From an optimization exercise on the open Yosys and OpenROAD flow, aimed at small area, a short achievable clock period and few clock cycles per item; shortcuts taken in it are not production practice.
The RTL was checked by simulation tests, not by an equivalence proof against the original design.

==> flow/design.v <==
`default_nettype none
package sparse_pkg;
    localparam int WORD_W  = 16;               
    localparam int INDEX_W = 6;                
    localparam int ADDR_W  = 2 + INDEX_W;      
    localparam int ACC_W   = 2 * WORD_W + 1;   
    localparam int LANES   = 2;                
    localparam int MAX_DIM = 8;                
    localparam int DIM_W   = 4;                
    typedef enum logic [1:0] {
        BANK_A0,
        BANK_A1,
        BANK_B0,
        BANK_B1
    } bank_e;
    typedef logic [LANES-1:0]  lane_mask_t;
    typedef logic [WORD_W-1:0] word_t;
    typedef logic [ACC_W-1:0]  acc_t;
    typedef enum logic [1:0] {
        WALK_IDLE,
        WALK_ISSUE,    
        WALK_WAIT,     
        WALK_DONE
    } walk_state_e;
    typedef enum logic [1:0] {
        FETCH_IDLE,
        FETCH_READ_A,
        FETCH_READ_B,
        FETCH_CLOSE    
    } fetch_state_e;
endpackage
`default_nettype wire
`timescale 1ns/100ps
`default_nettype none
module pair_walker (
    input  logic        clk,
    input  logic        rst,
    input  logic        start,
    input  logic [3:0]  num_rows,
    input  logic [3:0]  num_cols,
    input  logic [15:0] bitmap_a,
    input  logic [15:0] bitmap_b,
    output logic        issue,       
    output logic        issue_last,  
    output logic [1:0]  pair_mask,   
    output logic [2:0]  row,
    output logic [2:0]  col,
    output logic [2:0]  ka0,
    output logic [2:0]  ka1,
    output logic [2:0]  kb0,
    output logic [2:0]  kb1
);
    logic       run;
    logic       empty;
    logic       last_col;
    logic       last_row;
    logic [1:0] a_bits;
    logic [1:0] b_bits;
    assign empty    = (num_rows == 4'd0) || (num_cols == 4'd0);
    assign issue    = run || (start && !empty);
    assign last_col = ({1'b0, col} == num_cols - 4'd1);
    assign last_row = ({1'b0, row} == num_rows - 4'd1);
    assign issue_last = last_col && last_row;
    assign a_bits = bitmap_a[{row, 1'b0} +: 2];
    assign b_bits = bitmap_b[{col, 1'b0} +: 2];
    assign pair_mask = a_bits & b_bits;
    always_ff @(posedge clk or negedge rst) begin
        if (!rst) begin
            run <= 1'b0;
            row <= '0;
            col <= '0;
            ka0 <= '0;
            ka1 <= '0;
            kb0 <= '0;
            kb1 <= '0;
        end else if (issue) begin
            if (last_col) begin
                col <= '0;
                kb0 <= '0;
                kb1 <= '0;
                if (last_row) begin
                    run <= 1'b0;
                    row <= '0;
                    ka0 <= '0;
                    ka1 <= '0;
                end else begin
                    run <= 1'b1;
                    row <= row + 3'd1;
                    ka0 <= ka0 + {2'b0, a_bits[0]};
                    ka1 <= ka1 + {2'b0, a_bits[1]};
                end
            end else begin
                run <= 1'b1;
                col <= col + 3'd1;
                kb0 <= kb0 + {2'b0, b_bits[0]};
                kb1 <= kb1 + {2'b0, b_bits[1]};
            end
        end
    end
endmodule
`default_nettype wire
`timescale 1ns/100ps
`default_nettype none
module operand_fetch (
    input  logic              clk,
    input  logic              rst,
    input  logic              issue,
    input  logic              issue_last,
    input  logic [1:0]        pair_mask,
    input  logic [2:0]        row,
    input  logic [2:0]        col,
    input  sparse_pkg::word_t a0_val,
    input  sparse_pkg::word_t a1_val,
    input  sparse_pkg::word_t b0_val,
    input  sparse_pkg::word_t b1_val,
    output logic              op_valid,
    output logic              op_last,
    output logic [2:0]        op_row,
    output logic [2:0]        op_col,
    output sparse_pkg::word_t op_a0,
    output sparse_pkg::word_t op_a1,
    output logic [7:0]        op_on0,
    output logic [7:0]        op_tw0,
    output logic [7:0]        op_ng0,
    output logic              op_r80,
    output logic [7:0]        op_on1,
    output logic [7:0]        op_tw1,
    output logic [7:0]        op_ng1,
    output logic              op_r81
);
    logic [7:0] on0, tw0, ng0, on1, tw1, ng1;
    logic       r80, r81;
    booth_enc i_enc0 (.b(b0_val), .m(pair_mask[0]), .on(on0), .tw(tw0), .ng(ng0), .r8(r80));
    booth_enc i_enc1 (.b(b1_val), .m(pair_mask[1]), .on(on1), .tw(tw1), .ng(ng1), .r8(r81));
    always_ff @(posedge clk or negedge rst) begin
        if (!rst) begin
            op_valid <= 1'b0;
        end else begin
            op_valid <= issue;
        end
    end
    always_ff @(posedge clk) begin
        op_last <= issue_last;
        op_row  <= row;
        op_col  <= col;
        op_a0   <= a0_val;
        op_a1   <= a1_val;
        op_on0  <= on0;
        op_tw0  <= tw0;
        op_ng0  <= ng0;
        op_r80  <= r80;
        op_on1  <= on1;
        op_tw1  <= tw1;
        op_ng1  <= ng1;
        op_r81  <= r81;
    end
endmodule
`default_nettype wire
`timescale 1ns/100ps
`default_nettype none
module value_store (
    input  logic                           clk,
    input  logic                           load_en,
    input  sparse_pkg::bank_e              load_bank,
    input  logic [sparse_pkg::INDEX_W-1:0] load_index,
    input  sparse_pkg::word_t              load_data,
    input  logic [2:0]                     a0_idx,
    input  logic [2:0]                     a1_idx,
    input  logic [2:0]                     b0_idx,
    input  logic [2:0]                     b1_idx,
    output sparse_pkg::word_t              a0_val,
    output sparse_pkg::word_t              a1_val,
    output sparse_pkg::word_t              b0_val,
    output sparse_pkg::word_t              b1_val
);
    sparse_pkg::word_t mem [4][8];
    always_ff @(posedge clk) begin
        for (int b = 0; b < 4; b++) begin
            for (int i = 0; i < 8; i++) begin
                if (load_en && load_bank == b && load_index == i) begin
                    mem[b][i] <= load_data;
                end
            end
        end
    end
    assign a0_val = mem[0][a0_idx];
    assign a1_val = mem[1][a1_idx];
    assign b0_val = mem[2][b0_idx];
    assign b1_val = mem[3][b1_idx];
endmodule
`default_nettype wire
`default_nettype none
module booth_enc (
    input  wire [15:0] b,
    input  wire        m,
    output wire [7:0]  on,
    output wire [7:0]  tw,
    output wire [7:0]  ng,
    output wire        r8
);
    wire [17:0] bx = {1'b0, b, 1'b0};
    genvar gj;
    for (gj = 0; gj < 8; gj++) begin : g_enc
        assign on[gj] = m & (bx[2*gj+1] ^ bx[2*gj]);
        assign tw[gj] = m & ((bx[2*gj+2] & ~bx[2*gj+1] & ~bx[2*gj]) | (~bx[2*gj+2] & bx[2*gj+1] & bx[2*gj]));
        assign ng[gj] = m & bx[2*gj+2];
    end
    assign r8 = m & b[15];
endmodule
module mul_cs (
    input  wire [15:0] a,
    input  wire [7:0]  on,
    input  wire [7:0]  tw,
    input  wire [7:0]  ng,
    input  wire        r8,
    output wire [32:0] s,
    output wire [32:0] c
);
    wire [17:0] ax = {1'b0, a, 1'b0};
    genvar gj;
    wire [16:0] pp0;
    for (gj = 0; gj < 17; gj++) begin : g_pp0
        assign pp0[gj] = ((on[0] & ax[gj+1]) | (tw[0] & ax[gj])) ^ ng[0];
    end
    wire [16:0] pp1;
    for (gj = 0; gj < 17; gj++) begin : g_pp1
        assign pp1[gj] = ((on[1] & ax[gj+1]) | (tw[1] & ax[gj])) ^ ng[1];
    end
    wire [16:0] pp2;
    for (gj = 0; gj < 17; gj++) begin : g_pp2
        assign pp2[gj] = ((on[2] & ax[gj+1]) | (tw[2] & ax[gj])) ^ ng[2];
    end
    wire [16:0] pp3;
    for (gj = 0; gj < 17; gj++) begin : g_pp3
        assign pp3[gj] = ((on[3] & ax[gj+1]) | (tw[3] & ax[gj])) ^ ng[3];
    end
    wire [16:0] pp4;
    for (gj = 0; gj < 17; gj++) begin : g_pp4
        assign pp4[gj] = ((on[4] & ax[gj+1]) | (tw[4] & ax[gj])) ^ ng[4];
    end
    wire [16:0] pp5;
    for (gj = 0; gj < 17; gj++) begin : g_pp5
        assign pp5[gj] = ((on[5] & ax[gj+1]) | (tw[5] & ax[gj])) ^ ng[5];
    end
    wire [16:0] pp6;
    for (gj = 0; gj < 17; gj++) begin : g_pp6
        assign pp6[gj] = ((on[6] & ax[gj+1]) | (tw[6] & ax[gj])) ^ ng[6];
    end
    wire [16:0] pp7;
    for (gj = 0; gj < 17; gj++) begin : g_pp7
        assign pp7[gj] = ((on[7] & ax[gj+1]) | (tw[7] & ax[gj])) ^ ng[7];
    end
    wire [15:0] pp8 = a & {16{r8}};
    wire t1;
    wire t2;
    wire t3;
    wire t4;
    wire t5;
    wire t6;
    wire t7;
    wire t8;
    wire t9;
    wire t10;
    wire t11;
    wire t12;
    wire t13;
    wire t14;
    wire t15;
    wire t16;
    wire t17;
    wire t18;
    wire t19;
    wire t20;
    wire t21;
    wire t22;
    wire t23;
    wire t24;
    wire t25;
    wire t26;
    wire t27;
    wire t28;
    wire t29;
    wire t30;
    wire t31;
    wire t32;
    wire t33;
    wire t34;
    wire t35;
    wire t36;
    wire t37;
    wire t38;
    wire t39;
    wire t40;
    wire t41;
    wire t42;
    wire t43;
    wire t44;
    wire t45;
    wire t46;
    wire t47;
    wire t48;
    wire t49;
    wire t50;
    wire t51;
    wire t52;
    wire t53;
    wire t54;
    wire t55;
    wire t56;
    wire t57;
    wire t58;
    wire t59;
    wire t60;
    wire t61;
    wire t62;
    wire t63;
    wire t64;
    wire t65;
    wire t66;
    wire t67;
    wire t68;
    wire t69;
    wire t70;
    wire t71;
    wire t72;
    wire t73;
    wire t74;
    wire t75;
    wire t76;
    wire t77;
    wire t78;
    wire t79;
    wire t80;
    wire t81;
    wire t82;
    wire t83;
    wire t84;
    wire t85;
    wire t86;
    wire t87;
    wire t88;
    wire t89;
    wire t90;
    wire t91;
    wire t92;
    wire t93;
    wire t94;
    wire t95;
    wire t96;
    wire t97;
    wire t98;
    wire t99;
    wire t100;
    wire t101;
    wire t102;
    wire t103;
    wire t104;
    wire t105;
    wire t106;
    wire t107;
    wire t108;
    wire t109;
    wire t110;
    wire t111;
    wire t112;
    wire t113;
    wire t114;
    wire t115;
    wire t116;
    wire t117;
    wire t118;
    wire t119;
    wire t120;
    wire t121;
    wire t122;
    wire t123;
    wire t124;
    wire t125;
    wire t126;
    wire t127;
    wire t128;
    wire t129;
    wire t130;
    wire t131;
    wire t132;
    wire t133;
    wire t134;
    wire t135;
    wire t136;
    wire t137;
    wire t138;
    wire t139;
    wire t140;
    wire t141;
    wire t142;
    wire t143;
    wire t144;
    wire t145;
    wire t146;
    wire t147;
    wire t148;
    wire t149;
    wire t150;
    wire t151;
    wire t152;
    wire t153;
    wire t154;
    wire t155;
    wire t156;
    wire t157;
    wire t158;
    wire t159;
    wire t160;
    wire t161;
    wire t162;
    wire t163;
    wire t164;
    wire t165;
    wire t166;
    wire t167;
    wire t168;
    wire t169;
    wire t170;
    wire t171;
    wire t172;
    wire t173;
    wire t174;
    wire t175;
    wire t176;
    wire t177;
    wire t178;
    wire t179;
    wire t180;
    wire t181;
    wire t182;
    wire t183;
    wire t184;
    wire t185;
    wire t186;
    wire t187;
    wire t188;
    wire t189;
    wire t190;
    wire t191;
    wire t192;
    wire t193;
    wire t194;
    wire t195;
    wire t196;
    wire t197;
    wire t198;
    wire t199;
    wire t200;
    wire t201;
    wire t202;
    wire t203;
    wire t204;
    wire t205;
    wire t206;
    wire t207;
    wire t208;
    wire t209;
    wire t210;
    wire t211;
    wire t212;
    wire t213;
    wire t214;
    wire t215;
    wire t216;
    wire t217;
    wire t218;
    wire t219;
    wire t220;
    wire t221;
    wire t222;
    wire t223;
    wire t224;
    wire t225;
    wire t226;
    wire t227;
    wire t228;
    wire t229;
    wire t230;
    wire t231;
    wire t232;
    wire t233;
    wire t234;
    wire t235;
    wire t236;
    wire t237;
    wire t238;
    wire t239;
    wire t240;
    wire t241;
    wire t242;
    wire t243;
    wire t244;
    wire t245;
    wire t246;
    wire t247;
    wire t248;
    wire t249;
    wire t250;
    wire t251;
    wire t252;
    wire t253;
    wire t254;
    wire t255;
    wire t256;
    wire t257;
    wire t258;
    wire t259;
    wire t260;
    wire t261;
    wire t262;
    wire t263;
    wire t264;
    assign t1 = pp0[10] ^ pp1[8];
    assign t2 = pp0[10] & pp1[8];
    assign t3 = pp0[11] ^ pp1[9];
    assign t4 = pp0[11] & pp1[9];
    assign t5 = pp0[12] ^ pp1[10] ^ pp2[8];
    assign t6 = (pp0[12] & pp1[10]) | (pp0[12] & pp2[8]) | (pp1[10] & pp2[8]);
    assign t7 = pp3[6] ^ pp4[4];
    assign t8 = pp3[6] & pp4[4];
    assign t9 = pp0[13] ^ pp1[11] ^ pp2[9];
    assign t10 = (pp0[13] & pp1[11]) | (pp0[13] & pp2[9]) | (pp1[11] & pp2[9]);
    assign t11 = pp3[7] ^ pp4[5];
    assign t12 = pp3[7] & pp4[5];
    assign t13 = pp0[14] ^ pp1[12] ^ pp2[10];
    assign t14 = (pp0[14] & pp1[12]) | (pp0[14] & pp2[10]) | (pp1[12] & pp2[10]);
    assign t15 = pp3[8] ^ pp4[6] ^ pp5[4];
    assign t16 = (pp3[8] & pp4[6]) | (pp3[8] & pp5[4]) | (pp4[6] & pp5[4]);
    assign t17 = pp6[2] ^ pp7[0];
    assign t18 = pp6[2] & pp7[0];
    assign t19 = pp0[15] ^ pp1[13] ^ pp2[11];
    assign t20 = (pp0[15] & pp1[13]) | (pp0[15] & pp2[11]) | (pp1[13] & pp2[11]);
    assign t21 = pp3[9] ^ pp4[7] ^ pp5[5];
    assign t22 = (pp3[9] & pp4[7]) | (pp3[9] & pp5[5]) | (pp4[7] & pp5[5]);
    assign t23 = pp6[3] ^ pp7[1];
    assign t24 = pp6[3] & pp7[1];
    assign t25 = pp0[16] ^ pp1[14] ^ pp2[12];
    assign t26 = (pp0[16] & pp1[14]) | (pp0[16] & pp2[12]) | (pp1[14] & pp2[12]);
    assign t27 = pp3[10] ^ pp4[8] ^ pp5[6];
    assign t28 = (pp3[10] & pp4[8]) | (pp3[10] & pp5[6]) | (pp4[8] & pp5[6]);
    assign t29 = pp6[4] ^ pp7[2] ^ pp8[0];
    assign t30 = (pp6[4] & pp7[2]) | (pp6[4] & pp8[0]) | (pp7[2] & pp8[0]);
    assign t31 = ng[0] ^ pp1[15] ^ pp2[13];
    assign t32 = (ng[0] & pp1[15]) | (ng[0] & pp2[13]) | (pp1[15] & pp2[13]);
    assign t33 = pp3[11] ^ pp4[9] ^ pp5[7];
    assign t34 = (pp3[11] & pp4[9]) | (pp3[11] & pp5[7]) | (pp4[9] & pp5[7]);
    assign t35 = pp6[5] ^ pp7[3] ^ pp8[1];
    assign t36 = (pp6[5] & pp7[3]) | (pp6[5] & pp8[1]) | (pp7[3] & pp8[1]);
    assign t37 = ng[0] ^ pp1[16] ^ pp2[14];
    assign t38 = (ng[0] & pp1[16]) | (ng[0] & pp2[14]) | (pp1[16] & pp2[14]);
    assign t39 = pp3[12] ^ pp4[10] ^ pp5[8];
    assign t40 = (pp3[12] & pp4[10]) | (pp3[12] & pp5[8]) | (pp4[10] & pp5[8]);
    assign t41 = pp6[6] ^ pp7[4] ^ pp8[2];
    assign t42 = (pp6[6] & pp7[4]) | (pp6[6] & pp8[2]) | (pp7[4] & pp8[2]);
    assign t43 = ~ng[0] ^ ~ng[1] ^ pp2[15];
    assign t44 = (~ng[0] & ~ng[1]) | (~ng[0] & pp2[15]) | (~ng[1] & pp2[15]);
    assign t45 = pp3[13] ^ pp4[11] ^ pp5[9];
    assign t46 = (pp3[13] & pp4[11]) | (pp3[13] & pp5[9]) | (pp4[11] & pp5[9]);
    assign t47 = pp6[7] ^ pp7[5] ^ pp8[3];
    assign t48 = (pp6[7] & pp7[5]) | (pp6[7] & pp8[3]) | (pp7[5] & pp8[3]);
    assign t49 = 1'b1 ^ pp2[16] ^ pp3[14];
    assign t50 = (1'b1 & pp2[16]) | (1'b1 & pp3[14]) | (pp2[16] & pp3[14]);
    assign t51 = pp4[12] ^ pp5[10] ^ pp6[8];
    assign t52 = (pp4[12] & pp5[10]) | (pp4[12] & pp6[8]) | (pp5[10] & pp6[8]);
    assign t53 = pp7[6] ^ pp8[4];
    assign t54 = pp7[6] & pp8[4];
    assign t55 = ~ng[2] ^ pp3[15] ^ pp4[13];
    assign t56 = (~ng[2] & pp3[15]) | (~ng[2] & pp4[13]) | (pp3[15] & pp4[13]);
    assign t57 = pp5[11] ^ pp6[9] ^ pp7[7];
    assign t58 = (pp5[11] & pp6[9]) | (pp5[11] & pp7[7]) | (pp6[9] & pp7[7]);
    assign t59 = 1'b1 ^ pp3[16] ^ pp4[14];
    assign t60 = (1'b1 & pp3[16]) | (1'b1 & pp4[14]) | (pp3[16] & pp4[14]);
    assign t61 = pp5[12] ^ pp6[10];
    assign t62 = pp5[12] & pp6[10];
    assign t63 = ~ng[3] ^ pp4[15] ^ pp5[13];
    assign t64 = (~ng[3] & pp4[15]) | (~ng[3] & pp5[13]) | (pp4[15] & pp5[13]);
    assign t65 = 1'b1 ^ pp4[16];
    assign t66 = 1'b1 & pp4[16];
    assign t67 = pp0[6] ^ pp1[4];
    assign t68 = pp0[6] & pp1[4];
    assign t69 = pp0[7] ^ pp1[5];
    assign t70 = pp0[7] & pp1[5];
    assign t71 = pp0[8] ^ pp1[6] ^ pp2[4];
    assign t72 = (pp0[8] & pp1[6]) | (pp0[8] & pp2[4]) | (pp1[6] & pp2[4]);
    assign t73 = pp3[2] ^ pp4[0];
    assign t74 = pp3[2] & pp4[0];
    assign t75 = pp0[9] ^ pp1[7] ^ pp2[5];
    assign t76 = (pp0[9] & pp1[7]) | (pp0[9] & pp2[5]) | (pp1[7] & pp2[5]);
    assign t77 = pp3[3] ^ pp4[1];
    assign t78 = pp3[3] & pp4[1];
    assign t79 = t1 ^ pp2[6] ^ pp3[4];
    assign t80 = (t1 & pp2[6]) | (t1 & pp3[4]) | (pp2[6] & pp3[4]);
    assign t81 = pp4[2] ^ pp5[0] ^ ng[5];
    assign t82 = (pp4[2] & pp5[0]) | (pp4[2] & ng[5]) | (pp5[0] & ng[5]);
    assign t83 = t2 ^ t3 ^ pp2[7];
    assign t84 = (t2 & t3) | (t2 & pp2[7]) | (t3 & pp2[7]);
    assign t85 = pp3[5] ^ pp4[3] ^ pp5[1];
    assign t86 = (pp3[5] & pp4[3]) | (pp3[5] & pp5[1]) | (pp4[3] & pp5[1]);
    assign t87 = t4 ^ t5 ^ t7;
    assign t88 = (t4 & t5) | (t4 & t7) | (t5 & t7);
    assign t89 = pp5[2] ^ pp6[0] ^ ng[6];
    assign t90 = (pp5[2] & pp6[0]) | (pp5[2] & ng[6]) | (pp6[0] & ng[6]);
    assign t91 = t6 ^ t8 ^ t9;
    assign t92 = (t6 & t8) | (t6 & t9) | (t8 & t9);
    assign t93 = t11 ^ pp5[3] ^ pp6[1];
    assign t94 = (t11 & pp5[3]) | (t11 & pp6[1]) | (pp5[3] & pp6[1]);
    assign t95 = t10 ^ t12 ^ t13;
    assign t96 = (t10 & t12) | (t10 & t13) | (t12 & t13);
    assign t97 = t15 ^ t17 ^ ng[7];
    assign t98 = (t15 & t17) | (t15 & ng[7]) | (t17 & ng[7]);
    assign t99 = t14 ^ t16 ^ t18;
    assign t100 = (t14 & t16) | (t14 & t18) | (t16 & t18);
    assign t101 = t19 ^ t21 ^ t23;
    assign t102 = (t19 & t21) | (t19 & t23) | (t21 & t23);
    assign t103 = t20 ^ t22 ^ t24;
    assign t104 = (t20 & t22) | (t20 & t24) | (t22 & t24);
    assign t105 = t25 ^ t27 ^ t29;
    assign t106 = (t25 & t27) | (t25 & t29) | (t27 & t29);
    assign t107 = t26 ^ t28 ^ t30;
    assign t108 = (t26 & t28) | (t26 & t30) | (t28 & t30);
    assign t109 = t31 ^ t33 ^ t35;
    assign t110 = (t31 & t33) | (t31 & t35) | (t33 & t35);
    assign t111 = t32 ^ t34 ^ t36;
    assign t112 = (t32 & t34) | (t32 & t36) | (t34 & t36);
    assign t113 = t37 ^ t39 ^ t41;
    assign t114 = (t37 & t39) | (t37 & t41) | (t39 & t41);
    assign t115 = t38 ^ t40 ^ t42;
    assign t116 = (t38 & t40) | (t38 & t42) | (t40 & t42);
    assign t117 = t43 ^ t45 ^ t47;
    assign t118 = (t43 & t45) | (t43 & t47) | (t45 & t47);
    assign t119 = t44 ^ t46 ^ t48;
    assign t120 = (t44 & t46) | (t44 & t48) | (t46 & t48);
    assign t121 = t49 ^ t51 ^ t53;
    assign t122 = (t49 & t51) | (t49 & t53) | (t51 & t53);
    assign t123 = t50 ^ t52 ^ t54;
    assign t124 = (t50 & t52) | (t50 & t54) | (t52 & t54);
    assign t125 = t55 ^ t57 ^ pp8[5];
    assign t126 = (t55 & t57) | (t55 & pp8[5]) | (t57 & pp8[5]);
    assign t127 = t56 ^ t58 ^ t59;
    assign t128 = (t56 & t58) | (t56 & t59) | (t58 & t59);
    assign t129 = t61 ^ pp7[8] ^ pp8[6];
    assign t130 = (t61 & pp7[8]) | (t61 & pp8[6]) | (pp7[8] & pp8[6]);
    assign t131 = t60 ^ t62 ^ t63;
    assign t132 = (t60 & t62) | (t60 & t63) | (t62 & t63);
    assign t133 = pp6[11] ^ pp7[9] ^ pp8[7];
    assign t134 = (pp6[11] & pp7[9]) | (pp6[11] & pp8[7]) | (pp7[9] & pp8[7]);
    assign t135 = t64 ^ t65 ^ pp5[14];
    assign t136 = (t64 & t65) | (t64 & pp5[14]) | (t65 & pp5[14]);
    assign t137 = pp6[12] ^ pp7[10] ^ pp8[8];
    assign t138 = (pp6[12] & pp7[10]) | (pp6[12] & pp8[8]) | (pp7[10] & pp8[8]);
    assign t139 = t66 ^ ~ng[4] ^ pp5[15];
    assign t140 = (t66 & ~ng[4]) | (t66 & pp5[15]) | (~ng[4] & pp5[15]);
    assign t141 = pp6[13] ^ pp7[11] ^ pp8[9];
    assign t142 = (pp6[13] & pp7[11]) | (pp6[13] & pp8[9]) | (pp7[11] & pp8[9]);
    assign t143 = 1'b1 ^ pp5[16] ^ pp6[14];
    assign t144 = (1'b1 & pp5[16]) | (1'b1 & pp6[14]) | (pp5[16] & pp6[14]);
    assign t145 = pp7[12] ^ pp8[10];
    assign t146 = pp7[12] & pp8[10];
    assign t147 = ~ng[5] ^ pp6[15] ^ pp7[13];
    assign t148 = (~ng[5] & pp6[15]) | (~ng[5] & pp7[13]) | (pp6[15] & pp7[13]);
    assign t149 = 1'b1 ^ pp6[16];
    assign t150 = 1'b1 & pp6[16];
    assign t151 = pp0[4] ^ pp1[2];
    assign t152 = pp0[4] & pp1[2];
    assign t153 = pp0[5] ^ pp1[3];
    assign t154 = pp0[5] & pp1[3];
    assign t155 = t67 ^ pp2[2] ^ pp3[0];
    assign t156 = (t67 & pp2[2]) | (t67 & pp3[0]) | (pp2[2] & pp3[0]);
    assign t157 = t68 ^ t69 ^ pp2[3];
    assign t158 = (t68 & t69) | (t68 & pp2[3]) | (t69 & pp2[3]);
    assign t159 = t70 ^ t71 ^ t73;
    assign t160 = (t70 & t71) | (t70 & t73) | (t71 & t73);
    assign t161 = t72 ^ t74 ^ t75;
    assign t162 = (t72 & t74) | (t72 & t75) | (t74 & t75);
    assign t163 = t76 ^ t78 ^ t79;
    assign t164 = (t76 & t78) | (t76 & t79) | (t78 & t79);
    assign t165 = t80 ^ t82 ^ t83;
    assign t166 = (t80 & t82) | (t80 & t83) | (t82 & t83);
    assign t167 = t84 ^ t86 ^ t87;
    assign t168 = (t84 & t86) | (t84 & t87) | (t86 & t87);
    assign t169 = t88 ^ t90 ^ t91;
    assign t170 = (t88 & t90) | (t88 & t91) | (t90 & t91);
    assign t171 = t92 ^ t94 ^ t95;
    assign t172 = (t92 & t94) | (t92 & t95) | (t94 & t95);
    assign t173 = t96 ^ t98 ^ t99;
    assign t174 = (t96 & t98) | (t96 & t99) | (t98 & t99);
    assign t175 = t100 ^ t102 ^ t103;
    assign t176 = (t100 & t102) | (t100 & t103) | (t102 & t103);
    assign t177 = t104 ^ t106 ^ t107;
    assign t178 = (t104 & t106) | (t104 & t107) | (t106 & t107);
    assign t179 = t108 ^ t110 ^ t111;
    assign t180 = (t108 & t110) | (t108 & t111) | (t110 & t111);
    assign t181 = t112 ^ t114 ^ t115;
    assign t182 = (t112 & t114) | (t112 & t115) | (t114 & t115);
    assign t183 = t116 ^ t118 ^ t119;
    assign t184 = (t116 & t118) | (t116 & t119) | (t118 & t119);
    assign t185 = t120 ^ t122 ^ t123;
    assign t186 = (t120 & t122) | (t120 & t123) | (t122 & t123);
    assign t187 = t124 ^ t126 ^ t127;
    assign t188 = (t124 & t126) | (t124 & t127) | (t126 & t127);
    assign t189 = t128 ^ t130 ^ t131;
    assign t190 = (t128 & t130) | (t128 & t131) | (t130 & t131);
    assign t191 = t132 ^ t134 ^ t135;
    assign t192 = (t132 & t134) | (t132 & t135) | (t134 & t135);
    assign t193 = t136 ^ t138 ^ t139;
    assign t194 = (t136 & t138) | (t136 & t139) | (t138 & t139);
    assign t195 = t140 ^ t142 ^ t143;
    assign t196 = (t140 & t142) | (t140 & t143) | (t142 & t143);
    assign t197 = t144 ^ t146 ^ t147;
    assign t198 = (t144 & t146) | (t144 & t147) | (t146 & t147);
    assign t199 = t148 ^ t149 ^ pp7[14];
    assign t200 = (t148 & t149) | (t148 & pp7[14]) | (t149 & pp7[14]);
    assign t201 = t150 ^ ~ng[6] ^ pp7[15];
    assign t202 = (t150 & ~ng[6]) | (t150 & pp7[15]) | (~ng[6] & pp7[15]);
    assign t203 = 1'b1 ^ pp7[16];
    assign t204 = 1'b1 & pp7[16];
    assign t205 = pp0[2] ^ pp1[0];
    assign t206 = pp0[2] & pp1[0];
    assign t207 = pp0[3] ^ pp1[1];
    assign t208 = pp0[3] & pp1[1];
    assign t209 = t151 ^ pp2[0] ^ ng[2];
    assign t210 = (t151 & pp2[0]) | (t151 & ng[2]) | (pp2[0] & ng[2]);
    assign t211 = t152 ^ t153 ^ pp2[1];
    assign t212 = (t152 & t153) | (t152 & pp2[1]) | (t153 & pp2[1]);
    assign t213 = t154 ^ t155 ^ ng[3];
    assign t214 = (t154 & t155) | (t154 & ng[3]) | (t155 & ng[3]);
    assign t215 = t156 ^ t157 ^ pp3[1];
    assign t216 = (t156 & t157) | (t156 & pp3[1]) | (t157 & pp3[1]);
    assign t217 = t158 ^ t159 ^ ng[4];
    assign t218 = (t158 & t159) | (t158 & ng[4]) | (t159 & ng[4]);
    assign t219 = t160 ^ t161 ^ t77;
    assign t220 = (t160 & t161) | (t160 & t77) | (t161 & t77);
    assign t221 = t162 ^ t163 ^ t81;
    assign t222 = (t162 & t163) | (t162 & t81) | (t163 & t81);
    assign t223 = t164 ^ t165 ^ t85;
    assign t224 = (t164 & t165) | (t164 & t85) | (t165 & t85);
    assign t225 = t166 ^ t167 ^ t89;
    assign t226 = (t166 & t167) | (t166 & t89) | (t167 & t89);
    assign t227 = t168 ^ t169 ^ t93;
    assign t228 = (t168 & t169) | (t168 & t93) | (t169 & t93);
    assign t229 = t170 ^ t171 ^ t97;
    assign t230 = (t170 & t171) | (t170 & t97) | (t171 & t97);
    assign t231 = t172 ^ t173 ^ t101;
    assign t232 = (t172 & t173) | (t172 & t101) | (t173 & t101);
    assign t233 = t174 ^ t175 ^ t105;
    assign t234 = (t174 & t175) | (t174 & t105) | (t175 & t105);
    assign t235 = t176 ^ t177 ^ t109;
    assign t236 = (t176 & t177) | (t176 & t109) | (t177 & t109);
    assign t237 = t178 ^ t179 ^ t113;
    assign t238 = (t178 & t179) | (t178 & t113) | (t179 & t113);
    assign t239 = t180 ^ t181 ^ t117;
    assign t240 = (t180 & t181) | (t180 & t117) | (t181 & t117);
    assign t241 = t182 ^ t183 ^ t121;
    assign t242 = (t182 & t183) | (t182 & t121) | (t183 & t121);
    assign t243 = t184 ^ t185 ^ t125;
    assign t244 = (t184 & t185) | (t184 & t125) | (t185 & t125);
    assign t245 = t186 ^ t187 ^ t129;
    assign t246 = (t186 & t187) | (t186 & t129) | (t187 & t129);
    assign t247 = t188 ^ t189 ^ t133;
    assign t248 = (t188 & t189) | (t188 & t133) | (t189 & t133);
    assign t249 = t190 ^ t191 ^ t137;
    assign t250 = (t190 & t191) | (t190 & t137) | (t191 & t137);
    assign t251 = t192 ^ t193 ^ t141;
    assign t252 = (t192 & t193) | (t192 & t141) | (t193 & t141);
    assign t253 = t194 ^ t195 ^ t145;
    assign t254 = (t194 & t195) | (t194 & t145) | (t195 & t145);
    assign t255 = t196 ^ t197 ^ pp8[11];
    assign t256 = (t196 & t197) | (t196 & pp8[11]) | (t197 & pp8[11]);
    assign t257 = t198 ^ t199 ^ pp8[12];
    assign t258 = (t198 & t199) | (t198 & pp8[12]) | (t199 & pp8[12]);
    assign t259 = t200 ^ t201 ^ pp8[13];
    assign t260 = (t200 & t201) | (t200 & pp8[13]) | (t201 & pp8[13]);
    assign t261 = t202 ^ t203 ^ pp8[14];
    assign t262 = (t202 & t203) | (t202 & pp8[14]) | (t203 & pp8[14]);
    assign t263 = t204 ^ ~ng[7] ^ pp8[15];
    assign t264 = (t204 & ~ng[7]) | (t204 & pp8[15]) | (~ng[7] & pp8[15]);
    assign s = {t264, t262, t260, t258, t256, t254, t252, t250, t248, t246, t244, t242, t240, t238, t236, t234, t232, t230, t228, t226, t224, t222, t220, t218, t216, t214, t212, t210, t208, t206, t205, pp0[1], pp0[0]};
    assign c = {1'b1, t263, t261, t259, t257, t255, t253, t251, t249, t247, t245, t243, t241, t239, t237, t235, t233, t231, t229, t227, t225, t223, t221, t219, t217, t215, t213, t211, t209, t207, ng[1], 1'b0, ng[0]};
endmodule
module add4 (
    input  wire [32:0] x0,
    input  wire [32:0] x1,
    input  wire [32:0] x2,
    input  wire [32:0] x3,
    output wire [32:0] y
);
    wire u1;
    wire u2;
    wire u3;
    wire u4;
    wire u5;
    wire u6;
    wire u7;
    wire u8;
    wire u9;
    wire u10;
    wire u11;
    wire u12;
    wire u13;
    wire u14;
    wire u15;
    wire u16;
    wire u17;
    wire u18;
    wire u19;
    wire u20;
    wire u21;
    wire u22;
    wire u23;
    wire u24;
    wire u25;
    wire u26;
    wire u27;
    wire u28;
    wire u29;
    wire u30;
    wire u31;
    wire u32;
    wire u33;
    wire u34;
    wire u35;
    wire u36;
    wire u37;
    wire u38;
    wire u39;
    wire u40;
    wire u41;
    wire u42;
    wire u43;
    wire u44;
    wire u45;
    wire u46;
    wire u47;
    wire u48;
    wire u49;
    wire u50;
    wire u51;
    wire u52;
    wire u53;
    wire u54;
    wire u55;
    wire u56;
    wire u57;
    wire u58;
    wire u59;
    wire u60;
    wire u61;
    wire u62;
    wire u63;
    wire u64;
    wire u65;
    wire u66;
    wire u67;
    wire u68;
    wire u69;
    wire u70;
    wire u71;
    wire u72;
    wire u73;
    wire u74;
    wire u75;
    wire u76;
    wire u77;
    wire u78;
    wire u79;
    wire u80;
    wire u81;
    wire u82;
    wire u83;
    wire u84;
    wire u85;
    wire u86;
    wire u87;
    wire u88;
    wire u89;
    wire u90;
    wire u91;
    wire u92;
    wire u93;
    wire u94;
    wire u95;
    wire u96;
    wire u97;
    wire u98;
    wire u99;
    wire u100;
    wire u101;
    wire u102;
    wire u103;
    wire u104;
    wire u105;
    wire u106;
    wire u107;
    wire u108;
    wire u109;
    wire u110;
    wire u111;
    wire u112;
    wire u113;
    wire u114;
    wire u115;
    wire u116;
    wire u117;
    wire u118;
    wire u119;
    wire u120;
    wire u121;
    wire u122;
    wire u123;
    wire u124;
    wire u125;
    wire u126;
    wire u127;
    wire u128;
    wire u129;
    wire u130;
    wire u131;
    wire u132;
    assign u1 = x0[0] ^ x1[0];
    assign u2 = x0[0] & x1[0];
    assign u3 = x0[1] ^ x1[1] ^ x2[1];
    assign u4 = (x0[1] & x1[1]) | (x0[1] & x2[1]) | (x1[1] & x2[1]);
    assign u5 = x0[2] ^ x1[2] ^ x2[2];
    assign u6 = (x0[2] & x1[2]) | (x0[2] & x2[2]) | (x1[2] & x2[2]);
    assign u7 = x0[3] ^ x1[3] ^ x2[3];
    assign u8 = (x0[3] & x1[3]) | (x0[3] & x2[3]) | (x1[3] & x2[3]);
    assign u9 = x0[4] ^ x1[4] ^ x2[4];
    assign u10 = (x0[4] & x1[4]) | (x0[4] & x2[4]) | (x1[4] & x2[4]);
    assign u11 = x0[5] ^ x1[5] ^ x2[5];
    assign u12 = (x0[5] & x1[5]) | (x0[5] & x2[5]) | (x1[5] & x2[5]);
    assign u13 = x0[6] ^ x1[6] ^ x2[6];
    assign u14 = (x0[6] & x1[6]) | (x0[6] & x2[6]) | (x1[6] & x2[6]);
    assign u15 = x0[7] ^ x1[7] ^ x2[7];
    assign u16 = (x0[7] & x1[7]) | (x0[7] & x2[7]) | (x1[7] & x2[7]);
    assign u17 = x0[8] ^ x1[8] ^ x2[8];
    assign u18 = (x0[8] & x1[8]) | (x0[8] & x2[8]) | (x1[8] & x2[8]);
    assign u19 = x0[9] ^ x1[9] ^ x2[9];
    assign u20 = (x0[9] & x1[9]) | (x0[9] & x2[9]) | (x1[9] & x2[9]);
    assign u21 = x0[10] ^ x1[10] ^ x2[10];
    assign u22 = (x0[10] & x1[10]) | (x0[10] & x2[10]) | (x1[10] & x2[10]);
    assign u23 = x0[11] ^ x1[11] ^ x2[11];
    assign u24 = (x0[11] & x1[11]) | (x0[11] & x2[11]) | (x1[11] & x2[11]);
    assign u25 = x0[12] ^ x1[12] ^ x2[12];
    assign u26 = (x0[12] & x1[12]) | (x0[12] & x2[12]) | (x1[12] & x2[12]);
    assign u27 = x0[13] ^ x1[13] ^ x2[13];
    assign u28 = (x0[13] & x1[13]) | (x0[13] & x2[13]) | (x1[13] & x2[13]);
    assign u29 = x0[14] ^ x1[14] ^ x2[14];
    assign u30 = (x0[14] & x1[14]) | (x0[14] & x2[14]) | (x1[14] & x2[14]);
    assign u31 = x0[15] ^ x1[15] ^ x2[15];
    assign u32 = (x0[15] & x1[15]) | (x0[15] & x2[15]) | (x1[15] & x2[15]);
    assign u33 = x0[16] ^ x1[16] ^ x2[16];
    assign u34 = (x0[16] & x1[16]) | (x0[16] & x2[16]) | (x1[16] & x2[16]);
    assign u35 = x0[17] ^ x1[17] ^ x2[17];
    assign u36 = (x0[17] & x1[17]) | (x0[17] & x2[17]) | (x1[17] & x2[17]);
    assign u37 = x0[18] ^ x1[18] ^ x2[18];
    assign u38 = (x0[18] & x1[18]) | (x0[18] & x2[18]) | (x1[18] & x2[18]);
    assign u39 = x0[19] ^ x1[19] ^ x2[19];
    assign u40 = (x0[19] & x1[19]) | (x0[19] & x2[19]) | (x1[19] & x2[19]);
    assign u41 = x0[20] ^ x1[20] ^ x2[20];
    assign u42 = (x0[20] & x1[20]) | (x0[20] & x2[20]) | (x1[20] & x2[20]);
    assign u43 = x0[21] ^ x1[21] ^ x2[21];
    assign u44 = (x0[21] & x1[21]) | (x0[21] & x2[21]) | (x1[21] & x2[21]);
    assign u45 = x0[22] ^ x1[22] ^ x2[22];
    assign u46 = (x0[22] & x1[22]) | (x0[22] & x2[22]) | (x1[22] & x2[22]);
    assign u47 = x0[23] ^ x1[23] ^ x2[23];
    assign u48 = (x0[23] & x1[23]) | (x0[23] & x2[23]) | (x1[23] & x2[23]);
    assign u49 = x0[24] ^ x1[24] ^ x2[24];
    assign u50 = (x0[24] & x1[24]) | (x0[24] & x2[24]) | (x1[24] & x2[24]);
    assign u51 = x0[25] ^ x1[25] ^ x2[25];
    assign u52 = (x0[25] & x1[25]) | (x0[25] & x2[25]) | (x1[25] & x2[25]);
    assign u53 = x0[26] ^ x1[26] ^ x2[26];
    assign u54 = (x0[26] & x1[26]) | (x0[26] & x2[26]) | (x1[26] & x2[26]);
    assign u55 = x0[27] ^ x1[27] ^ x2[27];
    assign u56 = (x0[27] & x1[27]) | (x0[27] & x2[27]) | (x1[27] & x2[27]);
    assign u57 = x0[28] ^ x1[28] ^ x2[28];
    assign u58 = (x0[28] & x1[28]) | (x0[28] & x2[28]) | (x1[28] & x2[28]);
    assign u59 = x0[29] ^ x1[29] ^ x2[29];
    assign u60 = (x0[29] & x1[29]) | (x0[29] & x2[29]) | (x1[29] & x2[29]);
    assign u61 = x0[30] ^ x1[30] ^ x2[30];
    assign u62 = (x0[30] & x1[30]) | (x0[30] & x2[30]) | (x1[30] & x2[30]);
    assign u63 = x0[31] ^ x1[31] ^ x2[31];
    assign u64 = (x0[31] & x1[31]) | (x0[31] & x2[31]) | (x1[31] & x2[31]);
    assign u65 = x0[32] ^ x1[32] ^ x2[32];
    assign u66 = (x0[32] & x1[32]) | (x0[32] & x2[32]) | (x1[32] & x2[32]);
    assign u67 = u1 ^ x2[0];
    assign u68 = u1 & x2[0];
    assign u69 = u2 ^ u3 ^ x3[1];
    assign u70 = (u2 & u3) | (u2 & x3[1]) | (u3 & x3[1]);
    assign u71 = u4 ^ u5 ^ x3[2];
    assign u72 = (u4 & u5) | (u4 & x3[2]) | (u5 & x3[2]);
    assign u73 = u6 ^ u7 ^ x3[3];
    assign u74 = (u6 & u7) | (u6 & x3[3]) | (u7 & x3[3]);
    assign u75 = u8 ^ u9 ^ x3[4];
    assign u76 = (u8 & u9) | (u8 & x3[4]) | (u9 & x3[4]);
    assign u77 = u10 ^ u11 ^ x3[5];
    assign u78 = (u10 & u11) | (u10 & x3[5]) | (u11 & x3[5]);
    assign u79 = u12 ^ u13 ^ x3[6];
    assign u80 = (u12 & u13) | (u12 & x3[6]) | (u13 & x3[6]);
    assign u81 = u14 ^ u15 ^ x3[7];
    assign u82 = (u14 & u15) | (u14 & x3[7]) | (u15 & x3[7]);
    assign u83 = u16 ^ u17 ^ x3[8];
    assign u84 = (u16 & u17) | (u16 & x3[8]) | (u17 & x3[8]);
    assign u85 = u18 ^ u19 ^ x3[9];
    assign u86 = (u18 & u19) | (u18 & x3[9]) | (u19 & x3[9]);
    assign u87 = u20 ^ u21 ^ x3[10];
    assign u88 = (u20 & u21) | (u20 & x3[10]) | (u21 & x3[10]);
    assign u89 = u22 ^ u23 ^ x3[11];
    assign u90 = (u22 & u23) | (u22 & x3[11]) | (u23 & x3[11]);
    assign u91 = u24 ^ u25 ^ x3[12];
    assign u92 = (u24 & u25) | (u24 & x3[12]) | (u25 & x3[12]);
    assign u93 = u26 ^ u27 ^ x3[13];
    assign u94 = (u26 & u27) | (u26 & x3[13]) | (u27 & x3[13]);
    assign u95 = u28 ^ u29 ^ x3[14];
    assign u96 = (u28 & u29) | (u28 & x3[14]) | (u29 & x3[14]);
    assign u97 = u30 ^ u31 ^ x3[15];
    assign u98 = (u30 & u31) | (u30 & x3[15]) | (u31 & x3[15]);
    assign u99 = u32 ^ u33 ^ x3[16];
    assign u100 = (u32 & u33) | (u32 & x3[16]) | (u33 & x3[16]);
    assign u101 = u34 ^ u35 ^ x3[17];
    assign u102 = (u34 & u35) | (u34 & x3[17]) | (u35 & x3[17]);
    assign u103 = u36 ^ u37 ^ x3[18];
    assign u104 = (u36 & u37) | (u36 & x3[18]) | (u37 & x3[18]);
    assign u105 = u38 ^ u39 ^ x3[19];
    assign u106 = (u38 & u39) | (u38 & x3[19]) | (u39 & x3[19]);
    assign u107 = u40 ^ u41 ^ x3[20];
    assign u108 = (u40 & u41) | (u40 & x3[20]) | (u41 & x3[20]);
    assign u109 = u42 ^ u43 ^ x3[21];
    assign u110 = (u42 & u43) | (u42 & x3[21]) | (u43 & x3[21]);
    assign u111 = u44 ^ u45 ^ x3[22];
    assign u112 = (u44 & u45) | (u44 & x3[22]) | (u45 & x3[22]);
    assign u113 = u46 ^ u47 ^ x3[23];
    assign u114 = (u46 & u47) | (u46 & x3[23]) | (u47 & x3[23]);
    assign u115 = u48 ^ u49 ^ x3[24];
    assign u116 = (u48 & u49) | (u48 & x3[24]) | (u49 & x3[24]);
    assign u117 = u50 ^ u51 ^ x3[25];
    assign u118 = (u50 & u51) | (u50 & x3[25]) | (u51 & x3[25]);
    assign u119 = u52 ^ u53 ^ x3[26];
    assign u120 = (u52 & u53) | (u52 & x3[26]) | (u53 & x3[26]);
    assign u121 = u54 ^ u55 ^ x3[27];
    assign u122 = (u54 & u55) | (u54 & x3[27]) | (u55 & x3[27]);
    assign u123 = u56 ^ u57 ^ x3[28];
    assign u124 = (u56 & u57) | (u56 & x3[28]) | (u57 & x3[28]);
    assign u125 = u58 ^ u59 ^ x3[29];
    assign u126 = (u58 & u59) | (u58 & x3[29]) | (u59 & x3[29]);
    assign u127 = u60 ^ u61 ^ x3[30];
    assign u128 = (u60 & u61) | (u60 & x3[30]) | (u61 & x3[30]);
    assign u129 = u62 ^ u63 ^ x3[31];
    assign u130 = (u62 & u63) | (u62 & x3[31]) | (u63 & x3[31]);
    assign u131 = u64 ^ u65 ^ x3[32];
    assign u132 = (u64 & u65) | (u64 & x3[32]) | (u65 & x3[32]);
    wire [32:0] r0 = {u130, u128, u126, u124, u122, u120, u118, u116, u114, u112, u110, u108, u106, u104, u102, u100, u98, u96, u94, u92, u90, u88, u86, u84, u82, u80, u78, u76, u74, u72, u70, u68, u67};
    wire [32:0] r1 = {u131, u129, u127, u125, u123, u121, u119, u117, u115, u113, u111, u109, u107, u105, u103, u101, u99, u97, u95, u93, u91, u89, u87, u85, u83, u81, u79, u77, u75, u73, u71, u69, x3[0]};
    assign y = r0 + r1;
endmodule
`default_nettype wire
`timescale 1ns/100ps
`default_nettype none
module sparse_dot_top #(
    parameter int MAX_ROWS = sparse_pkg::MAX_DIM,
    parameter int MAX_COLS = sparse_pkg::MAX_DIM
) (
    input  logic                                  clk,
    input  logic                                  rst,
    input  logic                                  load_en,
    input  sparse_pkg::bank_e                     load_bank,
    input  logic [sparse_pkg::INDEX_W-1:0]        load_index,
    input  sparse_pkg::word_t                     load_data,
    input  logic                                  start,
    input  logic [sparse_pkg::DIM_W-1:0]          num_rows,
    input  logic [sparse_pkg::DIM_W-1:0]          num_cols,
    input  logic [sparse_pkg::LANES*MAX_ROWS-1:0] bitmap_a,
    input  logic [sparse_pkg::LANES*MAX_COLS-1:0] bitmap_b,
    output logic                                  busy,
    output logic                                  done,
    output logic                                  result_valid,
    output logic [sparse_pkg::DIM_W-1:0]          result_row,
    output logic [sparse_pkg::DIM_W-1:0]          result_col,
    output sparse_pkg::acc_t                      result_value
);
    logic              issue;
    logic              issue_last;
    logic [1:0]        pair_mask;
    logic [2:0]        row;
    logic [2:0]        col;
    logic [2:0]        ka0;
    logic [2:0]        ka1;
    logic [2:0]        kb0;
    logic [2:0]        kb1;
    sparse_pkg::word_t a0_val;
    sparse_pkg::word_t a1_val;
    sparse_pkg::word_t b0_val;
    sparse_pkg::word_t b1_val;
    pair_walker i_pair_walker (
        .clk        (clk),
        .rst        (rst),
        .start      (start),
        .num_rows   (num_rows),
        .num_cols   (num_cols),
        .bitmap_a   (bitmap_a),
        .bitmap_b   (bitmap_b),
        .issue      (issue),
        .issue_last (issue_last),
        .pair_mask  (pair_mask),
        .row        (row),
        .col        (col),
        .ka0        (ka0),
        .ka1        (ka1),
        .kb0        (kb0),
        .kb1        (kb1)
    );
    value_store i_value_store (
        .clk        (clk),
        .load_en    (load_en),
        .load_bank  (load_bank),
        .load_index (load_index),
        .load_data  (load_data),
        .a0_idx     (ka0),
        .a1_idx     (ka1),
        .b0_idx     (kb0),
        .b1_idx     (kb1),
        .a0_val     (a0_val),
        .a1_val     (a1_val),
        .b0_val     (b0_val),
        .b1_val     (b1_val)
    );
    logic              op_valid;
    logic              op_last;
    logic [2:0]        op_row;
    logic [2:0]        op_col;
    sparse_pkg::word_t op_a0;
    sparse_pkg::word_t op_a1;
    logic [7:0]        op_on0, op_tw0, op_ng0;
    logic [7:0]        op_on1, op_tw1, op_ng1;
    logic              op_r80, op_r81;
    operand_fetch i_operand_fetch (
        .clk        (clk),
        .rst        (rst),
        .issue      (issue),
        .issue_last (issue_last),
        .pair_mask  (pair_mask),
        .row        (row),
        .col        (col),
        .a0_val     (a0_val),
        .a1_val     (a1_val),
        .b0_val     (b0_val),
        .b1_val     (b1_val),
        .op_valid   (op_valid),
        .op_last    (op_last),
        .op_row     (op_row),
        .op_col     (op_col),
        .op_a0      (op_a0),
        .op_a1      (op_a1),
        .op_on0     (op_on0),
        .op_tw0     (op_tw0),
        .op_ng0     (op_ng0),
        .op_r80     (op_r80),
        .op_on1     (op_on1),
        .op_tw1     (op_tw1),
        .op_ng1     (op_ng1),
        .op_r81     (op_r81)
    );
    logic [32:0] p0_s;
    logic [32:0] p0_c;
    logic [32:0] p1_s;
    logic [32:0] p1_c;
    mul_cs i_mul0 (.a(op_a0), .on(op_on0), .tw(op_tw0), .ng(op_ng0), .r8(op_r80), .s(p0_s), .c(p0_c));
    mul_cs i_mul1 (.a(op_a1), .on(op_on1), .tw(op_tw1), .ng(op_ng1), .r8(op_r81), .s(p1_s), .c(p1_c));
    logic        cs_valid;
    logic        cs_last;
    logic [2:0]  cs_row;
    logic [2:0]  cs_col;
    logic [32:0] cs_p0_s;
    logic [32:0] cs_p0_c;
    logic [32:0] cs_p1_s;
    logic [32:0] cs_p1_c;
    always_ff @(posedge clk or negedge rst) begin
        if (!rst) begin
            cs_valid <= 1'b0;
        end else begin
            cs_valid <= op_valid;
        end
    end
    always_ff @(posedge clk) begin
        cs_last <= op_last;
        cs_row  <= op_row;
        cs_col  <= op_col;
        cs_p0_s <= p0_s;
        cs_p0_c <= p0_c;
        cs_p1_s <= p1_s;
        cs_p1_c <= p1_c;
    end
    logic [32:0] sum;
    add4 i_add4 (
        .x0 (cs_p0_s),
        .x1 (cs_p0_c),
        .x2 (cs_p1_s),
        .x3 (cs_p1_c),
        .y  (sum)
    );
    logic empty_start;
    assign empty_start = start && ((num_rows == 4'd0) || (num_cols == 4'd0));
    always_ff @(posedge clk or negedge rst) begin
        if (!rst) begin
            result_valid <= 1'b0;
            done         <= 1'b0;
            busy         <= 1'b0;
        end else begin
            result_valid <= cs_valid;
            done         <= (cs_valid && cs_last) || empty_start;
            busy         <= start || (busy && !done);
        end
    end
    always_ff @(posedge clk) begin
        result_row   <= {1'b0, cs_row};
        result_col   <= {1'b0, cs_col};
        result_value <= sum;
    end
endmodule
`default_nettype wire
==> flow/flow/run.sh <==
#!/bin/bash
# The standard layout, with timing repair aiming below the design's clock
# period (the SDC is unchanged; only the repair margin is raised). Extra make
# variables, one per line, come from flow/args.txt.
set -euo pipefail
mapfile -t ARGS < flow/args.txt
bash standard.sh "${ARGS[@]}" finish > standard_finish.log 2>&1
==> flow/flow/args.txt <==
SETUP_SLACK_MARGIN=6.5
BUFFER_PORTS_ARGS=-buffer_cell sky130_fd_sc_hd__buf_2
==> flow/standard.sh <==
#!/bin/bash
# synth_recipe.tcl (not shown) runs the flow's synth.tcl, then flattens the netlist and writes it again
# the make line also repeats each setting of config.mk as NAME=value (left out here)
make -C /OpenROAD-flow-scripts/flow DESIGN_CONFIG=/design/flow/config.mk WORK_HOME=/design/flow/orfs CLKGATE_MAP_FILE= SYNTH_SCRIPT=/design/flow/synth_recipe.tcl "${@:-finish}"
==> flow/config.mk <==
export PLATFORM = sky130hd
export DESIGN_NAME = sparse_dot_top
export DESIGN_NICKNAME = sparse_dot_top
export VERILOG_FILES = /design/flow/design.v
export SDC_FILE = /design/flow/constraint.sdc
export NUM_CORES = 4
export LEC_CHECK = 0
export ABC_CLOCK_PERIOD_IN_PS = 3000
export CAP_MARGIN = 20
export CORE_MARGIN = 2
export CORE_UTILIZATION = 60
export CTS_CLUSTER_DIAMETER = 80
export CTS_CLUSTER_SIZE = 30
export SLEW_MARGIN = 20
==> flow/constraint.sdc <==
create_clock -name core_clock -period 10.0 [get_ports {clk}]
set_input_delay 2.0000 -clock core_clock [delete_from_list [all_inputs] [get_ports {clk}]]
set_output_delay 2.0000 -clock core_clock [all_outputs]
set_load 0.01 [all_outputs]
==> flow_summary_export.csv, run 1 <==
group,metric,value,unit
route,ant_nets,0,
logic_synthesis,synthArstFlopShare,0.03011,
sta,setup_viol,0,
placement,port_buffers,109,
final_layout,num-nets-final,3595,
route,routedWlPerCell,25.37,um
sta,slew_viol_final,0,
route,drt_first_pass_iters,6,
placement,post_dp_cell_area,0.04212,sq mm
floorplanning,die_w,265.6,um
clock_network,clock-root-buffer,"clkbuf_16",
clock_network,cts.sinks,797,
route,drc,0,
sta,fin_skew,57.83,ps
route,drt-vias-per-instance,6.187,
logic_synthesis,synth.cell_area,0.04106,sq mm
final_layout,syn_to_final_growth,6.639,%
logic_synthesis,synth_common_cells,"edfxtp_1 (512), inv_1 (271), fa_1 (267)",
global_route,antenna_found_initial,0,
sta,tns,0,ps
worst_setup_path,cp.required,10260,ps
final_layout,fin_area,0.04379,sq mm
sta,timing.final.crit_period,3604,ps
job,maxCapViolCount,0,
sta,tightest_slew,1053,ps
logic_synthesis,ys_warn_count,5,
worst_setup_path,crit_buf_inv,1,
sta,max_freq,0.2774,GHz
sta,max_slew_margin,0.2906,
clock_network,cts_made_buffers,40,
min_path,hold_class,"register to register",
placement,dp.final_hpwl,69.87,mm
global_route,grt_usage,0.2975,
floorplanning,die_area,0.07055,sq mm
worst_setup_path,cp_data_arrival_time,3860,ps
logic_synthesis,synth_edf_count,512,
route,vias,25220,
worst_setup_path,critical_path_class,"input port to register",
clock_network,htreeDepth,2,
global_route,grt_pass1_vias,25870,
worst_setup_path,crit_chain,"buf_2, nor4_2, nand2_1, nor2_2",
route,drt_iter0_drc,2777,
logic_synthesis,avgSynthCellArea,12.73,sq um
clock_network,cts.path.max_buffers,3,
worst_setup_path,path_max_fanout,16,
sta,rsz0062_at_grt,"true",
logic_synthesis,ys_seq_elements,797,
final_layout,drive_above_1_share,0.1349,
floorplanning,pin_count,112,
logic_synthesis,seq_area_frac_synth,0.5163,
sta,fin_ws,6396,ps
global_route,globalRouteOverflowTotal,0,
sta,period_share,0.3604,
logic_synthesis,synth_top_area_frac,0.3744,
sta,hold_violations,0,
route,wl,103.4,mm
final_layout,multi_input_area,0.01821,sq mm
logic_synthesis,synthFlopType,"edfxtp_1",
floorplanning,initial_core_util,0.6082,
placement,gp_congestion,0.8959,
logic_synthesis,yosysMostFrequentCell,"edfxtp_1",
placement,dp_slack,5689,ps
floorplanning,num_rows,95,
logic_synthesis,synthCells,3225,
global_route,grt_max_degree,51,
logic_synthesis,synth.distinct_cells,76,
floorplanning,fp.dieH,265.6,um
floorplanning,core,0.06751,sq mm
worst_setup_path,cpMaxStageDelayCell,"nor2_2",
logic_synthesis,yosys-top-cells-area,"edfxtp_1 (37%), fa_1 (13%), dfxtp_1 (13%)",
global_route,grt_pass1_wl,157.8,mm
clock_network,clkSlewWorstSetupHoldPaths,100,ps
logic_synthesis,yosysTopAreaCell,"edfxtp_1",
worst_setup_path,startpoint_type,"input port",
clock_network,clkLatencyLatePin,630,ps
final_layout,final_util,0.6486,
clock_network,tritoncts,"built",
worst_setup_path,crit_path_max_incr_delay,840,ps
worst_setup_path,endpoint_kind,"register",
worst_setup_path,crit_family,"simple AND/OR/NAND/NOR gates",
final_layout,fillers,4962,
status,status,"finished clean",
final_layout,register_area,0.02130,sq mm
==> per-layer routing <==
metal | wire, um | global-route usage
met5 | 0 | 0
met4 | 3694 | 0.1060
met3 | 7052 | 0.03971
met2 | 49640 | 0.4851
met1 | 43020 | 0.4146
==> worst register-to-register path, delay by kind of cell, from the launching register on <==
kind | cells | cell delay, ps
compound gates | 1 | 230
flops | 1 | 820
buf+inv | 1 | 60
xor+xnor | 1 | 200
fa+ha+maj | 4 | 1990
==> stage by stage <==
| stage | hold slack [ps] | instances |
|---|---|---|
| 6_report | 331.7 | 4076 |
| 5_1_grt | 334.0 | 4075 |
| 4_1_cts | 333.4 | 4069 |
| 3_5_place_dp | 313.5 | 3994 |
| 3_3_place_gp | 310.3 | 3994 |
| 2_1_floorplan | 309.6 | 3226 |
==> cell usage in the layout, fill, tap and decap left out, drive strengths merged, types with 7 or more instances in the layout <==
cell type  count
edfxtp       512
inv          286
fa           267
a22oi        262
dfxtp        261
xnor2        247
nand2        172
nor2         157
buf          135
ha            90
o21ai         89
a21oi         86
xor2          80
mux2i         63
clkbuf        54
mux4          47
a221oi        44
mux2          40
nand3         38
dfrtp         24
and2          23
nor2b         19
a31oi         17
a21o          15
o22ai         14
and3          12
nor3          11
nand3b        11
clkinv        11
nand2b         9
or3            9
a22o           9
a221o          7
==> cell type report <==
class                           instances  area share
Timing Repair Buffer                  135     0.01720
Inverter                              279     0.02394
Tap cell                              873     0.02494
Sequential cell                       797      0.4864
Clock buffer                           54     0.02500
Antenna cell                            1  0.00005715
Clock inverter                         20    0.006686
Multi-Input combinational cell       1917      0.4157
==> path summary, 6_finish.rpt <==
kind / cells after the start / from / to / slack [ps]
min reg2reg: 0 / cs_row[2] / result_row[2] / 330
max in group asynchronous: 1 / rst / i_pair_walker.ka0[0] / 8260
max reg2reg: 7 / i_operand_fetch.op_a1[2] / cs_p1_c[17] / 6540
max: 4 / load_index[3] / i_value_store.mem[10][2] / 6400
min in group asynchronous: 1 / rst / i_pair_walker.kb0[2] / 1330
min: 0 / cs_row[2] / result_row[2] / 330
==> logic make-up after synthesis <==
family,count (synthesis),share of synthesized area
buffers and inverters,512,0.04869
DFF,797,0.5163
muxes,150,0.05220
AOI/OAI and AO/OA,600,0.1027
adders and majority gates,357,0.1576
other,1,0.00009132
and+or+nand+nor,481,0.05268
xor gates and xnor gates,327,0.06975
==> registers in the layout, summed over array words and instances (netlist names), 16 cells and up <==
name                   count
cs_p1_s                   33
i_operand_fetch.op_a1     16
cs_p0_c                   31
i_operand_fetch.op_a0     16
cs_p1_c                   31
cs_p0_s                   33
i_value_store.mem        512
result_value              33
==> repair_timing <==
action | 4_1_cts | 5_1_grt
setup endpoints to repair | 145 | 165
pin swaps | 2 | 11
setup buffers | 1 | 6
hold buffers | 0 | 0
resized for setup | 57 | 42
Testbench counts, summed over its fixed seeds: cycles 10,520, items 9,944.
==> run 2, diff against run 1 <==
==> flow/flow/args.txt (replaced) <==
SETUP_SLACK_MARGIN=6.6
BUFFER_PORTS_ARGS=-buffer_cell sky130_fd_sc_hd__buf_2
==> run 2 against run 1 <==
Effect of this change:
- sequential share of layout area shrank 0.53 points
- critical path type is now register to register
- utilization grew 0.85 points
- critical endpoint is now result_value[20]
- still clean on timing, DRC and antenna
- setup slack gained 230 ps
==> flow_summary_export.csv, run 2 <==
group,metric,value,unit
status,status,"finished clean",
logic_synthesis,synthFlopType,"edfxtp_1",
worst_setup_path,crit_chain,"fa_1, inv_1, fa_1, inv_1, ha_4, a21o_1, a221o_1, o211ai_2, a21oi_2, or2_4, a2111oi_4, nor3_2",
worst_setup_path,endpoint_kind,"register",
placement,port_buffers,109,
floorplanning,pin_count,112,
route,ant_nets,0,
clock_network,clock-root-buffer,"clkbuf_16",
placement,dp.final_hpwl,69.56,mm
route,drc,0,
logic_synthesis,synth_top_area_frac,0.3744,
logic_synthesis,synth.cell_area,0.04106,sq mm
route,wl,102.5,mm
clock_network,cts.path.max_buffers,3,
floorplanning,die_area,0.07055,sq mm
final_layout,syn_to_final_growth,8.032,%
logic_synthesis,ys_seq_elements,797,
final_layout,drive_above_1_share,0.1505,
route,drt-vias-per-instance,6.149,
logic_synthesis,seq_area_frac_synth,0.5163,
logic_synthesis,avgSynthCellArea,12.73,sq um
sta,setup_viol,0,
logic_synthesis,synthArstFlopShare,0.03011,
logic_synthesis,ys_warn_count,5,
sta,tns,0,ps
floorplanning,core,0.06751,sq mm
worst_setup_path,startpoint_type,"register",
clock_network,clkSlewWorstSetupHoldPaths,100,ps
worst_setup_path,cp_data_arrival_time,3850,ps
route,routedWlPerCell,25.02,um
sta,fin_skew,48.75,ps
logic_synthesis,yosysMostFrequentCell,"edfxtp_1",
sta,slew_viol_final,0,
sta,hold_violations,0,
global_route,globalRouteOverflowTotal,0,
logic_synthesis,synth_edf_count,512,
final_layout,largest_reg_flops,512,
sta,max_freq,0.2966,GHz
worst_setup_path,critical_path_class,"register to register",
global_route,grt_pass1_vias,25830,
sta,tightest_slew,1118,ps
final_layout,layout_common_cells,"edfxtp_1 (512), inv_1 (271), fa_1 (267)",
job,maxCapViolCount,0,
floorplanning,fp.dieH,265.6,um
global_route,antenna_found_initial,1,
sta,rsz0062_at_grt,"true",
final_layout,regMostFlops,"i_value_store.mem",
route,vias,25190,
final_layout,final_common_cell,"edfxtp_1",
logic_synthesis,synthCells,3225,
logic_synthesis,synth.distinct_cells,76,
floorplanning,num_rows,95,
sta,timing.final.crit_period,3372,ps
clock_network,htreeDepth,2,
min_path,hold_class,"register to register",
route,drt_first_pass_iters,6,
worst_setup_path,cp.required,10480,ps
logic_synthesis,yosys-top-cells-area,"edfxtp_1 (37%), fa_1 (13%), dfxtp_1 (13%)",
route,drt_iter0_drc,2606,
sta,period_share,0.3372,
final_layout,num-nets-final,3615,
clock_network,hold_buffers,0,
clock_network,tritoncts,"built",
global_route,grt_usage,0.2943,
worst_setup_path,path_max_fanout,4,
clock_network,cts_made_buffers,41,
clock_network,clkLatencyLatePin,630,ps
floorplanning,initial_core_util,0.6082,
logic_synthesis,yosysTopAreaCell,"edfxtp_1",
worst_setup_path,crit_path_max_incr_delay,530,ps
global_route,grt_pass1_wl,156.4,mm
sta,max_slew_margin,0.2547,
placement,gp_congestion,0.8977,
clock_network,cts.sinks,797,
worst_setup_path,cpMaxStageDelayCell,"fa_1",
global_route,grt_max_degree,51,
logic_synthesis,synth_common_cells,"edfxtp_1 (512), inv_1 (271), fa_1 (267)",
floorplanning,die_w,265.6,um
[run 2: logic make-up (layout without fill, tap and decap cells)]
| logic type | after synthesis | count (layout) | share of synthesized area |
|---|---|---|---|
| flops | 797 | 797 | 0.5163 |
| compound gates | 600 | 600 | 0.1027 |
| fa+ha+maj | 357 | 357 | 0.1576 |
| simple gates | 481 | 481 | 0.05268 |
| xor+xnor | 327 | 327 | 0.06975 |
| mux | 150 | 150 | 0.05220 |
| buf+inv | 512 | 508 | 0.04869 |
| other cells | 1 | 3 | 0.00009132 |
[run 2: final timing paths]
| path | endpoint | start | slack [ps] | cells after the start |
|---|---|---|---|---|
| hold reg to reg | result_row[2] | cs_row[2] | 330 | 0 |
| setup reg to reg | result_value[20] | cs_p0_s[2] | 6630 | 12 |
| min in group asynchronous | i_pair_walker.kb1[2] | rst | 1340 | 1 |
| max in group asynchronous | i_pair_walker.ka0[0] | rst | 8250 | 1 |
| setup / recovery | result_value[20] | cs_p0_s[2] | 6630 | 12 |
| hold / removal | result_row[2] | cs_row[2] | 330 | 0 |
[run 2: final cells by class]
type | count | area [sq um]
fillers | 5018 | 23150
well taps | 873 | 1092
flip-flops and latches | 797 | 21340
clock inverters | 22 | 285.3
inverters | 279 | 1049
diodes | 1 | 2.502
repair buffers | 154 | 1087
clock buffers | 53 | 1112
multi-input cells | 1917 | 18390
[run 2: timing repair]
action	4_1_cts	5_1_grt
setup endpoints to repair	80	307
setup buffers	3	22
pin swaps	7	26
gates resized for setup	82	54
hold endpoints to repair	0	0
[run 2: critical path, delay by kind of cell, from the launching register on]
kind	cells	cell delay, ps
fa+ha+maj	3	1250
flops	1	340
compound gates	5	1170
buf+inv	2	120
simple gates	2	350
[run 2: routing by layer]
layer | vias to the layer above | track usage | routed length [um]
met1 | 12730 | 0.3942 | 41220
li1 | 11200 | - | -
met5 | - | 0 | 11
met3 | 187 | 0.03388 | 6850
met2 | 1068 | 0.5004 | 50640
met4 | 2 | 0.1067 | 3761
[run 2: per-stage QoR]
| stage | setup WS, ps | hold slack (ps) | instance area, sq um | util | std cells |
|---|---|---|---|---|---|
| after floorplan | 6546 | 309.6 | 41410 | - | 3226 |
| after global placement | 5951 | 310.2 | 42240 | 0.6256 | 3995 |
| after detailed placement | 5809 | 312.1 | 42240 | 0.6256 | 3995 |
| after CTS | 6586 | 335.1 | 43810 | 0.6490 | 4073 |
| after global routing | 6518 | 342.9 | 44360 | 0.6570 | 4095 |
| final | 6628 | 333.3 | 44360 | 0.6571 | 4096 |

-- re-timing with driven ports --
No port has a modelled driver above. Below, the same layouts with a new extraction and two added sets of constraints. Step 1, drivers: a clkbuf_16 drives clk and a buf_2 each remaining input, both assumed. Step 2 times the ports against the registers' clock, not the clock port: input delays grow and output delays shrink by t, the midpoint of the rising clock arrivals with the driver on. Slacks: ideal ports / drivers / drivers and shift; pairs: ideal ports / drivers.
run	t, ns	slack for setup (ns)	worst hold slack (ns)	worst register clock-pin slew, ns	worst slew at a driven data input, ns
run 1	0.674	6.396 / 6.438 / 5.764	0.332 / 0.332 / 0.332	0.12 / 0.12	0.05
run 2	0.671	6.628 / 6.628 / 6.065	0.333 / 0.333 / 0.333	0.11 / 0.11	0.05
After both steps setup and hold are still met in every run listed. For run 1, which loses most, drivers alone change the setup slack by +0.042 ns; drivers and shift together by -0.632 ns.
